This design comes from an exercise in tuning for small area on the open sky130 flow, not from production work.
Only simulation tests tie the RTL to the original design; equivalence was not proved.
No activity file was given, so power comes from the tool's default toggle rates.

==> flow/design.v (excerpt) <==
module wb_mult_top
(
    input  logic        clk,
    input  logic        rst,
    input  logic        wb_cyc_i,
    input  logic        wb_stb_i,
    input  logic        wb_we_i,
    input  logic [1:0]  wb_adr_i,
    input  logic [31:0] wb_dat_i,
    output logic [31:0] wb_dat_o,
    output logic        wb_ack_o
);
For scale: about 72 I/O pins.
Settings: LEC_CHECK=0, CAP_MARGIN=20, CORE_ASPECT_RATIO=0.5, CORE_MARGIN=2, CORE_UTILIZATION=65, CTS_BUF_LIST=sky130_fd_sc_hd__clkbuf_4 sky130_fd_sc_hd__clkbuf_8, PLACE_DENSITY=0.75, SLEW_MARGIN=20; clock period 3.5 ns.
standard.sh (not shown) runs the stock make flow with config.mk's settings and CLKGATE_MAP_FILE= SYNTH_SCRIPT=/design/flow/synth_recipe.tcl, a recipe that flattens the netlist after the stock synthesis.
==> flow/flow/run.sh <==
#!/bin/bash
# The standard layout, with the smallest buffer (buf_1) on every port
# instead of the one buffer_ports picks by default.
set -euo pipefail
export BUFFER_PORTS_ARGS="-buffer_cell sky130_fd_sc_hd__buf_1"
bash standard.sh > standard_flow.log 2>&1
Rerun with:
==> flow/run.sh (new file) <==
#!/bin/bash
# synth_recipe.tcl (not shown) runs the flow's synth.tcl, then flattens the netlist and writes it again
# the make line also repeats each setting of config.mk as NAME=value (left out here)
make -C /OpenROAD-flow-scripts/flow DESIGN_CONFIG=/design/flow/config.mk WORK_HOME=/design/flow/orfs CLKGATE_MAP_FILE= SYNTH_SCRIPT=/design/flow/synth_recipe.tcl finish
- CORE_ASPECT_RATIO: 0.5 -> not set
- CORE_UTILIZATION: 65 -> 40
- CTS_BUF_LIST: sky130_fd_sc_hd__clkbuf_4 sky130_fd_sc_hd__clkbuf_8 -> not set
- PLACE_DENSITY: 0.75 -> not set
removed: flow/flow/run.sh
removed: flow/standard.sh
Global-route usage falls by 11 points.
Wire length rises by about 2.3%.
Count of clock-buffer cells in the layout falls by 2.
Utilization falls by 24 points.
Sequential cell count stays the same.
Die area rises by about 60%.
Design area rises by 12%.
Synthesized area is unchanged.
Clock skew falls by 5.7 ps.
Non-clock buffer count rises by 2.
Sequential power hardly moves.
Rerun with:
==> flow/flow/run.sh (new file) <==
#!/bin/bash
# The standard layout, with the smallest buffer (buf_1) on every port
# instead of the one buffer_ports picks by default.
set -euo pipefail
export BUFFER_PORTS_ARGS="-buffer_cell sky130_fd_sc_hd__buf_1"
bash standard.sh > standard_flow.log 2>&1
==> flow/standard.sh (new file) <==
#!/bin/bash
# synth_recipe.tcl (not shown) runs the flow's synth.tcl, then flattens the netlist and writes it again
# the make line also repeats each setting of config.mk as NAME=value (left out here)
make -C /OpenROAD-flow-scripts/flow DESIGN_CONFIG=/design/flow/config.mk WORK_HOME=/design/flow/orfs CLKGATE_MAP_FILE= SYNTH_SCRIPT=/design/flow/synth_recipe.tcl "${@:-finish}"
- CORE_UTILIZATION: 40 -> 65
- CTS_BUF_LIST: not set -> sky130_fd_sc_hd__clkbuf_8
- PLACE_DENSITY: not set -> 0.75
removed: flow/run.sh
Outcome:
- The changed run completed without violations
- critical path depth is lower by 1
- final cell count decreases by 6.9%
- cell area came out lower by 9.8%
- global-route usage increases by 11 points
Rerun with:
- CORE_UTILIZATION: 65 -> 72
- PLACE_DENSITY: 0.75 -> not set
After rerunning:
- register-to-register slack is better by 70 ps
- total power goes up by 3.1%
- worst setup slack is better by 72 ps
- combinational power hardly moves
- core utilization goes up by 6.9 points
- routed wire length goes down by about 1%
- design area goes up by 0.45%
- fmax goes up by 2.2%
- via count goes up by about 3.2%
Rerun with:
- CORE_UTILIZATION: 72 -> 80
- PLACE_DENSITY: not set -> 0.8
Now the flow ended with an error in global routing (5_1_grt) with GRT-0232.
Area after synthesis stays the same.
Synthesized cell count does not change.

---

## run A
Starting RTL as in the previous note.
clock: 3.5 ns
lec_check: 0
cap_margin: 20
core_aspect_ratio: 0.5
core_margin: 2
core_utilization: 70
cts_buf_list: sky130_fd_sc_hd__clkbuf_8
place_density: 0.8
slew_margin: 20
==> flow/flow/run.sh <==
#!/bin/bash
# The standard layout, with the smallest buffer (buf_1) on every port
# instead of the one buffer_ports picks by default.
set -euo pipefail
export BUFFER_PORTS_ARGS="-buffer_cell sky130_fd_sc_hd__buf_1"
bash standard.sh > standard_flow.log 2>&1
The inputs of run B differ from those of run A as listed below.
Settings: CORE_ASPECT_RATIO: 0.5 -> 0.33; PLACE_DENSITY: 0.8 -> 0.75; CORE_UTILIZATION: 70 -> 65.
==> summary.txt <==
- Looking at the reports, run B completed the entire flow and the layout it produced met the timing, design-rule and antenna checks.
- Taking run A as the reference, in run B portion of the layout cell area used by clock cells up 0.37 points, worst setup slack after layout up 18 ps, number of gates given a new drive strength after cts up 1.
- Run B gives less combinational power share than run A did.
- On final period utilization: between run B and run A, it ends up higher for run A.
- Between run A and run B, critical path depth increased.
> inputs changed (run B -> run C)
Settings: clearing CORE_ASPECT_RATIO, which used to be 0.33; clearing PLACE_DENSITY, which used to be 0.75.
Findings:
- Run C reached the final stage; the timing, design-rule and antenna checks on its layout passed.
- [run C] wire length of the first global-routing pass fell about 9% relative to run B
- Run B vs run C, layer with the highest usage after global routing: met1 vs met2
- Delta(count of non-CTS buffers in the layout, run C - run B) > 0
- Of run B and run C, run B shows the higher clock network fraction of design power, with run C below it.
- The final reports for run C and run B show vertical die dimension higher in the former.
- Run C against run B; die area is down slightly.
- Final standard cell utilization of the core was lower in the run labelled run B.
- There was hardly any difference in combinational power between run B and run C.
- As far as proportion of synthesized area in mux cells is concerned, run C and run B perform about the same.
The inputs of run D differ from those of run C as listed below.
Settings: an added CTS_CLUSTER_DIAMETER of 100; an added CTS_CLUSTER_SIZE of 25; an added CORE_ASPECT_RATIO of 0.5; an added PLACE_DENSITY of 0.75.
==> comparison <==
Per the comparison of run D with run C, cell area after placement has decreased; met1 wire length has increased. Re last weighted congestion value of the routability-driven placer: run D is about 10% down on run C.

==> re-timing with driven ports <==
How much do the figures lean on ideal ports? The routed layouts below were timed once more, with nothing changed but the port constraints.
Step 1 sets driving cells, clkbuf_16 on the clock port and buf_2 on the other inputs (assumed; they add their load-dependent delay and slew).
Step 2 moves the port delays by t, midway between the first and last clock arrival at a register: inputs arrive t later, outputs are due t later. That takes back most of the time a late clock gives input paths.
Slacks: no drivers / after step 1 / after step 2; pairs: no drivers / after step 1.
| run | t (ns) | slack for setup (ns) | worst setup path after step 2 |
|---|---|---|---|
| the first run of note 1 | 0.395 | 0.188 / 0.188 / 0.188 | register to register |
| the second run of note 1 | 0.388 | 0.197 / 0.197 / 0.197 | register to register |
| the third run of note 1 | 0.389 | 0.099 / 0.099 / 0.099 | register to register |
| the fourth run of note 1 | 0.391 | 0.171 / 0.171 / 0.171 | register to register |
| run A | 0.384 | 0.117 / 0.117 / 0.117 | register to register |
| run B | 0.396 | 0.135 / 0.135 / 0.135 | register to register |
| run C | 0.382 | 0.064 / 0.064 / 0.064 | register to register |
| run D | 0.392 | 0.182 / 0.182 / 0.182 | register to register |
After both steps every run listed still meets setup and hold.
